This design comes from an exercise in tuning for small area, a short achievable clock period and few clock cycles on the open sky130 flow, not from production work. Function was checked by simulation only, so behaviour that the tests miss may differ from the original.

Design hilo_muldiv, start of the top module:
module hilo_muldiv (
  input  logic        clk,
  input  logic        rst_n,
  input  logic [3:0]  mul_func,
  input  logic [31:0] in_a,
  input  logic [31:0] in_b,
  output logic [31:0] hi,
  output logic [31:0] lo,
  output logic        busy
);
==> flow/config.mk <==
export PLATFORM = sky130hd
export DESIGN_NAME = hilo_muldiv
export DESIGN_NICKNAME = hilo_muldiv
export VERILOG_FILES = /design/flow/design.v
export SDC_FILE = /design/flow/constraint.sdc
export NUM_CORES = 4
export LEC_CHECK = 0
export CAP_MARGIN = 20
export CORE_MARGIN = 2
export CORE_UTILIZATION = 40
export PLACE_DENSITY = 0.7
export SLEW_MARGIN = 20
export SETUP_SLACK_MARGIN = 6.5
==> flow/constraint.sdc <==
create_clock -name core_clock -period 12.0 [get_ports {clk}]
set_input_delay 2.4000 -clock core_clock [delete_from_list [all_inputs] [get_ports {clk}]]
set_output_delay 2.4000 -clock core_clock [all_outputs]
set_load 0.01 [all_outputs]
standard.sh (not shown) runs the stock make flow with config.mk's settings and CLKGATE_MAP_FILE= SYNTH_SCRIPT=/design/flow/synth_recipe.tcl, a recipe that flattens the netlist after the stock synthesis.
==> flow/flow/run.sh <==
#!/bin/bash
sed -i '/SETUP_SLACK_MARGIN/d' config.mk
echo "export SETUP_SLACK_MARGIN = 6.5" >> config.mk
bash standard.sh > standard.log 2>&1
Testbench counts at the start, summed over its fixed seeds: cycles 40,195.
Then changed:
==> flow/flow/run.sh (replaced) <==
#!/bin/bash
sed -i '/SETUP_SLACK_MARGIN/d' config.mk
echo "export SETUP_SLACK_MARGIN = 7.0" >> config.mk
bash standard.sh > standard.log 2>&1
Settings changed: PLACE_DENSITY 0.7 to unset, SETUP_SLACK_MARGIN 6.5 to 7.0.
What happened: The changed run ran to the end with no violations; routed wire length rises by 15%; critical path depth drops by 1; count of clock-buffer cells in the layout stays the same; setup slack gets better by 23 ps.

========
Another version of the RTL of hilo_muldiv (not shown whole).
Size in the first run: roughly 3000 cells after synthesis, about 23000 sq um of cells after synthesis.
==> flow/config.mk <==
export PLATFORM = sky130hd
export DESIGN_NAME = hilo_muldiv
export DESIGN_NICKNAME = hilo_muldiv
export VERILOG_FILES = /design/flow/design.v
export SDC_FILE = /design/flow/constraint.sdc
export NUM_CORES = 4
export LEC_CHECK = 0
export CAP_MARGIN = 20
export CORE_MARGIN = 2
export CORE_UTILIZATION = 40
export PLACE_DENSITY = 0.7
export SLEW_MARGIN = 20
export SETUP_SLACK_MARGIN = 7.0
export BUFFER_PORTS_ARGS = -buffer_cell sky130_fd_sc_hd__buf_2
==> flow/constraint.sdc <==
create_clock -name core_clock -period 12.0 [get_ports {clk}]
set_input_delay 2.4000 -clock core_clock [delete_from_list [all_inputs] [get_ports {clk}]]
set_output_delay 2.4000 -clock core_clock [all_outputs]
set_load 0.01 [all_outputs]
==> flow/flow/run.sh <==
#!/bin/bash
# The standard layout (standard.sh, unchanged synthesis and steps), with two
# changes to how the layout is made; the clock constraint itself is unchanged:
#  - every port still gets its own buffer, but a plain sky130_fd_sc_hd__buf_2
#    instead of the delay buffer the placer would pick (smaller and faster).
sed -i '/SETUP_SLACK_MARGIN/d;/BUFFER_PORTS_ARGS/d' config.mk
echo "export SETUP_SLACK_MARGIN = 7.0" >> config.mk
echo "export BUFFER_PORTS_ARGS = -buffer_cell sky130_fd_sc_hd__buf_2" >> config.mk
bash standard.sh > standard.log 2>&1
The first run went through all stages and came out clean.
Testbench counts at the start, summed over its fixed seeds: cycles 40,210.
==> next run, changes <==
==> flow/flow/run.sh (replaced) <==
#!/bin/bash
sed -i '/SETUP_SLACK_MARGIN/d' config.mk
echo "export SETUP_SLACK_MARGIN = 6.5" >> config.mk
bash standard.sh > standard.log 2>&1
- BUFFER_PORTS_ARGS: -buffer_cell sky130_fd_sc_hd__buf_2 -> default
- PLACE_DENSITY: 0.7 -> default
- SETUP_SLACK_MARGIN: 7.0 -> 6.5
Outcome: Worst hold slack improves by 3.6 ps. Cell area falls by 3.9%. Wire length grows by 7.2%. Clock-buffer cell count does not change. Worst setup slack loses 54 ps. Area after synthesis does not change. Critical path depth does not change. Die area is unchanged.
==> next run, changes <==
==> flow/flow/run.sh (replaced) <==
#!/bin/bash
# The standard layout (standard.sh, unchanged synthesis and steps), with two
# changes to how the layout is made; the clock constraint itself is unchanged:
#  - every port still gets its own buffer, but a plain sky130_fd_sc_hd__buf_2
#    instead of the delay buffer the placer would pick (smaller and faster).
sed -i '/SETUP_SLACK_MARGIN/d;/BUFFER_PORTS_ARGS/d' config.mk
echo "export SETUP_SLACK_MARGIN = 6.0" >> config.mk
echo "export BUFFER_PORTS_ARGS = -buffer_cell sky130_fd_sc_hd__buf_2" >> config.mk
bash standard.sh > standard.log 2>&1
- BUFFER_PORTS_ARGS: default -> -buffer_cell sky130_fd_sc_hd__buf_2
- PLACE_DENSITY: default -> 0.7
- SETUP_SLACK_MARGIN: 6.5 -> 6.0
Setup slack is worse by 230 ps.
Register-to-register slack got worse by 230 ps.
Synthesized cell count is unchanged.
Count of clock-buffer cells in the layout stays the same.
Die area stays the same.
==> next run, changes <==
--- a/flow/flow/run.sh
+++ b/flow/flow/run.sh
@@ -7 +7 @@
-echo "export SETUP_SLACK_MARGIN = 6.0" >> config.mk
+echo "export SETUP_SLACK_MARGIN = 6.5" >> config.mk
- PLACE_DENSITY: 0.7 -> 0.8
- SETUP_SLACK_MARGIN: 6.0 -> 6.5
=>
- core utilization went up by 2.7 points
- cell count went up by about 1.6%
- routed wire length went up by 1.1%
- die area does not change
- worst hold slack got worse by 5.7 ps
- global-route usage went down by 0.59 points
- sequential cell count stays the same
- via count went up by about 3.4%
- setup slack improved by 330 ps
- count of clock-buffer cells in the layout went up by 4
==> next run, changes <==
- CORE_UTILIZATION: 40 -> 50
- PLACE_DENSITY: 0.8 -> 0.7
Area after synthesis is unchanged.
Core utilization is higher by 11 points.
Worst setup slack is worse by 3.2 ps.
Non-clock buffer count is lower by 6.
Clock-buffer cell count is lower by 3.
Design area is lower by 1.1%.
Die area is lower by 20%.
Routed wire length is higher by 8.3%.

========
Starting RTL as in the previous note.
Settings: LEC_CHECK=0, CAP_MARGIN=10, CORE_MARGIN=2, CORE_UTILIZATION=40, PLACE_DENSITY=0.7, SLEW_MARGIN=10, SETUP_SLACK_MARGIN=6.5, BUFFER_PORTS_ARGS=-buffer_cell sky130_fd_sc_hd__buf_2; clock period 12.0 ns.
==> flow/flow/run.sh <==
#!/bin/bash
# The standard layout (standard.sh, unchanged synthesis and steps), with two
# changes to how the layout is made; the clock constraint itself is unchanged:
#  - every port still gets its own buffer, but a plain sky130_fd_sc_hd__buf_2
#    instead of the delay buffer the placer would pick (smaller and faster).
sed -i '/SETUP_SLACK_MARGIN/d;/BUFFER_PORTS_ARGS/d' config.mk
echo "export SETUP_SLACK_MARGIN = 6.5" >> config.mk
echo "export BUFFER_PORTS_ARGS = -buffer_cell sky130_fd_sc_hd__buf_2" >> config.mk
bash standard.sh > standard.log 2>&1
Testbench counts at the start, summed over its fixed seeds: cycles 40,210.
==> next run, changes <==
Settings changed: CAP_MARGIN 10 to 20, SLEW_MARGIN 10 to 20.
Effect:
- cell area does not change
- count of clock-buffer cells in the layout does not change
- global-route usage stays the same
- die area does not change
==> next run, changes <==
Settings changed: PLACE_DENSITY 0.7 to unset.
After rerunning: The new run finished clean. Cell area increases by 3.0%. Via count grows by 1.7%. Register-to-register slack gets worse by 0.15 ns. Synthesized area is unchanged. Non-clock buffer count went up by 42.

========
== lane 1 ==
Another version of the RTL of hilo_muldiv (not shown whole).
Size in the first run: roughly 2800 cells after synthesis.
clock: 12.0 ns
lec_check: 0
abc_clock_period_in_ps: 4000
cap_margin: 20
core_margin: 2
core_utilization: 40
setup_slack_margin: 5
slew_margin: 20
run.sh (not shown) runs the stock make flow with config.mk's settings and CLKGATE_MAP_FILE= SYNTH_SCRIPT=/design/flow/synth_recipe.tcl, a recipe that flattens the netlist after the stock synthesis.
Stock flow here: none of the scripts above is used.
Testbench counts of lane 1, summed over its fixed seeds: cycles 44,690.
Here is what was changed in the inputs of lane 2 compared with lane 1.
==> flow/flow/run.sh (new file) <==
#!/bin/bash
sed -i '/SETUP_SLACK_MARGIN/d' config.mk
echo "export SETUP_SLACK_MARGIN = 7.5" >> config.mk
bash standard.sh > standard.log 2>&1
==> flow/standard.sh (new file) <==
#!/bin/bash
# synth_recipe.tcl (not shown) runs the flow's synth.tcl, then flattens the netlist and writes it again
# the make line also repeats each setting of config.mk as NAME=value (left out here)
make -C /OpenROAD-flow-scripts/flow DESIGN_CONFIG=/design/flow/config.mk WORK_HOME=/design/flow/orfs CLKGATE_MAP_FILE= SYNTH_SCRIPT=/design/flow/synth_recipe.tcl "${@:-finish}"
diff --git a/flow/config.mk b/flow/config.mk
--- a/flow/config.mk
+++ b/flow/config.mk
@@ -6,8 +6,7 @@
 export NUM_CORES = 4
 export LEC_CHECK = 0
-export ABC_CLOCK_PERIOD_IN_PS = 4000
 export CAP_MARGIN = 20
 export CORE_MARGIN = 2
 export CORE_UTILIZATION = 40
-export SETUP_SLACK_MARGIN = 5
 export SLEW_MARGIN = 20
+export SETUP_SLACK_MARGIN = 7.5
removed: flow/run.sh
Findings:
Per the comparison of lane 2 with lane 1, endpoint required time on the critical path comparable; minimum period implied by the final worst setup slack shrank by 0.42 ns.
Lane 2 vs lane 1 on antenna diode count: lane 2 is the higher one.
Diff lane 2..lane 1 | die footprint | unchanged
Fmax delta (lane 2 − lane 1): favourable
Comparing lane 2 and lane 1, met3 usage is lower on lane 1.
Via count (lower): lane 1
When the final numbers for lane 2 and lane 1 were put side by side, the final worst setup slack turned out to be smaller in lane 1.
Filler cell count in the final layout, lane 2 and lane 1, higher one = lane 1.

-- separate check: timing with driven ports --
In the flow no input, the clock included, has a driving cell. The finished layouts below were timed again as built, in two steps. Step 1 assumes that a clkbuf_16 drives the clock port and a buf_2 every other input. Step 2 adds t to the input delays and takes it off the output delays; t is the mean of the earliest and latest rising clock arrival at the registers after step 1. Input paths then give back, and output paths get back, about the clock's delay inside the block. Slacks: no drivers / after step 1 / after step 2; pairs: no drivers / after step 1.
| run | t (ns) | slack for setup (ns) | worst setup path after step 2 | latest minus earliest clock arrival (ns) |
|---|---|---|---|---|
| the first run of note 1 | 0.514 | 6.408 / 6.408 / 6.152 | input to register | 0.019 / 0.019 |
| the second run of note 1 | 0.567 | 6.432 / 6.432 / 6.285 | input to register | 0.021 / 0.021 |
| the first run of note 2 | 0.564 | 6.349 / 6.349 / 6.349 | register to register | 0.030 / 0.030 |
| the second run of note 2 | 0.573 | 6.295 / 6.295 / 6.029 | input to register | 0.020 / 0.019 |
| the third run of note 2 | 0.570 | 6.062 / 6.062 / 6.062 | register to register | 0.015 / 0.015 |
| the fourth run of note 2 | 0.536 | 6.392 / 6.392 / 6.285 | input to register | 0.023 / 0.023 |
| the fifth run of note 2 | 0.568 | 6.389 / 6.389 / 6.166 | input to register | 0.014 / 0.014 |
| the first run of note 3 | 0.572 | 6.430 / 6.430 / 6.387 | input to register | 0.030 / 0.029 |
| the second run of note 3 | 0.572 | 6.430 / 6.430 / 6.387 | input to register | 0.030 / 0.029 |
| the third run of note 3 | 0.565 | 6.281 / 6.281 / 6.167 | input to register | 0.025 / 0.024 |
| lane 1 | 0.506 | 5.056 / 5.056 / 5.056 | register to register | 0.016 / 0.015 |
| lane 2 | 0.512 | 5.480 / 5.480 / 5.480 | register to register | 0.010 / 0.009 |
After both steps every run listed still meets setup and hold. The setup slack of the second run of note 2, which loses most, moves by 0.000 ns with the drivers and by -0.266 ns with both steps.
